Context: an optimization exercise on an open-source flow, tuned for small area, a short achievable clock period and few clock cycles per item. The choices shown serve that exercise and are no tape-out recipe.
Only simulation tests tie the RTL to the original design; equivalence was not proved.
Power and IR drop assume default switching activity.

==> flow/design.v (excerpt) <==
module cpack_compressor #(
  parameter int CACHE_LINE = cpack_pkg::CACHE_LINE,
  parameter int WORD_SIZE  = cpack_pkg::WORD_SIZE,
  parameter int CREDITS    = 2
) (
  input  logic                   i_clk,
  input  logic                   i_rst_n,
  input  logic                   i_valid,
  input  logic [CACHE_LINE-1:0]  i_line,    
  output logic                   o_ready,
  output logic                   o_valid,
  output logic [136:0]           o_line,    
  input  logic                   i_credit
);
Size in the first run: about 1600 cells after synthesis, roughly 160 flip-flops, about 0.012 sq mm of cells after synthesis.
==> flow/config.mk <==
export PLATFORM = sky130hd
export DESIGN_NAME = cpack_compressor
export DESIGN_NICKNAME = cpack_compressor
export VERILOG_FILES = /design/flow/design.v
export SDC_FILE = /design/flow/constraint.sdc
export NUM_CORES = 4
export LEC_CHECK = 0
export CAP_MARGIN = 20
export CORE_MARGIN = 2
export CORE_UTILIZATION = 55
export CTS_BUF_LIST = sky130_fd_sc_hd__clkbuf_4 sky130_fd_sc_hd__clkbuf_8
export PLACE_DENSITY = 0.75
export SETUP_SLACK_MARGIN = 2.5
export SLEW_MARGIN = 20
==> flow/constraint.sdc <==
create_clock -name core_clock -period 6.0 [get_ports {i_clk}]
set_input_delay 1.2000 -clock core_clock [delete_from_list [all_inputs] [get_ports {i_clk}]]
set_output_delay 1.2000 -clock core_clock [all_outputs]
set_load 0.01 [all_outputs]
standard.sh (not shown) runs the stock make flow with config.mk's settings and CLKGATE_MAP_FILE= SYNTH_SCRIPT=/design/flow/synth_recipe.tcl, a recipe that flattens the netlist after the stock synthesis.
==> flow/flow/run.sh <==
#!/bin/bash
# Standard layout, with the port buffers made from plain buffers (buf_2)
# instead of the delay cells buffer_ports picks by default.
set -euo pipefail
export BUFFER_PORTS_ARGS="-buffer_cell sky130_fd_sc_hd__buf_2"
bash standard.sh > standard.log 2>&1
The starting point finished clean.
Testbench counts at the start, summed over its fixed seeds: cycles 4,000, lines 2,400.
Rerun with:
- CORE_UTILIZATION: 55 -> 45
- PLACE_DENSITY: 0.75 -> 0.65
What happened:
- sequential power stays flat
- clock skew goes down by 3.5 ps
- cell area goes up by about 1.7%
- final cell count goes up by 3.2%
- wire length goes up by about 6.5%
- core utilization goes down by 11 points
- synthesized area stays the same
- first-iteration DRC count goes down by about 8%
- total power goes up by about 1.3%

---

## old
cpack_compressor, a different RTL version from the one above (not shown whole).
For scale: about 1,500 cells after synthesis, ~160 flip-flops, about 270 I/O pins.
## cpack_compressor
module cpack_compressor #(
  parameter int CACHE_LINE = cpack_pkg::CACHE_LINE,
  parameter int WORD_SIZE  = cpack_pkg::WORD_SIZE,
  parameter int CREDITS    = 2
) (
  input  logic                   i_clk,
  input  logic                   i_rst_n,
  input  logic                   i_valid,
  input  logic [CACHE_LINE-1:0]  i_line,    
  output logic                   o_ready,
  output logic                   o_valid,
  output logic [136:0]           o_line,    
  input  logic                   i_credit
);
clock: 6.0 ns
lec_check: 0
cap_margin: 20
core_margin: 2
core_utilization: 40
place_density: 0.6
setup_slack_margin: 2.5
slew_margin: 20
run.sh (not shown) runs the stock make flow with config.mk's settings and CLKGATE_MAP_FILE= SYNTH_SCRIPT=/design/flow/synth_recipe.tcl, a recipe that flattens the netlist after the stock synthesis.
Stock flow here: none of the scripts above is used.
Testbench counts of old, summed over its fixed seeds: cycles 4,792, lines 2,400.
Changes in new relative to old:
# old
export LEC_CHECK = 0
export CAP_MARGIN = 20
export CORE_MARGIN = 2
export CORE_UTILIZATION = 40
export PLACE_DENSITY = 0.6
export SETUP_SLACK_MARGIN = 2.5
export SLEW_MARGIN = 20
create_clock -name core_clock -period 6.0 [get_ports {i_clk}]
# new
export LEC_CHECK = 0
export CAP_MARGIN = 20
export CORE_MARGIN = 2
export CORE_UTILIZATION = 55
export CTS_BUF_LIST = sky130_fd_sc_hd__clkbuf_4 sky130_fd_sc_hd__clkbuf_8
export PLACE_DENSITY = 0.75
export SETUP_SLACK_MARGIN = 2.5
export SLEW_MARGIN = 20
create_clock -name core_clock -period 6.0 [get_ports {i_clk}]
==> flow/flow/run.sh (new file) <==
#!/bin/bash
# Standard layout, with the port buffers made from plain buffers (buf_2)
# instead of the delay cells buffer_ports picks by default.
set -euo pipefail
export BUFFER_PORTS_ARGS="-buffer_cell sky130_fd_sc_hd__buf_2"
bash standard.sh > standard.log 2>&1
==> flow/standard.sh (new file) <==
#!/bin/bash
# synth_recipe.tcl (not shown) runs the flow's synth.tcl, then flattens the netlist and writes it again
# the make line also repeats each setting of config.mk as NAME=value (left out here)
make -C /OpenROAD-flow-scripts/flow DESIGN_CONFIG=/design/flow/config.mk WORK_HOME=/design/flow/orfs CLKGATE_MAP_FILE= SYNTH_SCRIPT=/design/flow/synth_recipe.tcl "${@:-finish}"
removed: flow/run.sh
Of the two values seen for highest-delay cell along the critical path, dfxtp_4 was produced by new and clkdlybuf4s50_1 by old.
[compare] base=old new=new: number of sequential cells did not really move, clock power shows a reduction of 30%.
new against old: routed wire length fell by about 16%, multi-input combinational area share rose by 8.0 points, starting DRC count in detailed routing fell by 0.74%, global-route usage rose by 4.8 points.
Final instance area (new over old): decrease, about 18%
Reported for old and new, number of routed nets with antenna violations turned out identical to the last digit.
| time the final worst path needs with I/O delays and setup | higher: old |
Looking at origin of the worst setup path, the pat2_q[3] result is from new; the pat2_q[0] one comes from old.
When new is measured against old, its power turns out 15% lower.

==> static timing again, ports no longer ideal <==
Ports are ideal in the flow. The routed layouts listed here were re-timed in OpenROAD. Step 1, drivers: a clkbuf_16 drives i_clk and a buf_2 each remaining input, both assumed. Step 2 adds t to the input delays and takes it off the output delays; t is the mean of the earliest and latest rising clock arrival at the registers after step 1. Input paths then give back, and output paths get back, about the clock's delay inside the block. Three values: ideal ports, drivers, drivers and shift; two values: the first two.
| run | t (ns) | setup slack, ns | latest minus earliest clock arrival (ns) |
|---|---|---|---|
| the first run of note 1 | 0.500 | 2.473 / 2.433 / 2.054 | 0.026 / 0.026 |
| the second run of note 1 | 0.500 | 2.414 / 2.419 / 1.919 | 0.026 / 0.026 |
| old | 0.470 | 2.360 / 2.309 / 2.120 | 0.013 / 0.014 |
| new | 0.502 | 2.491 / 2.450 / 2.092 | 0.031 / 0.031 |
After both steps setup and hold are still met in every run listed. The setup slack of the second run of note 1, which loses most, moves by +0.005 ns with the drivers and by -0.495 ns with both steps.
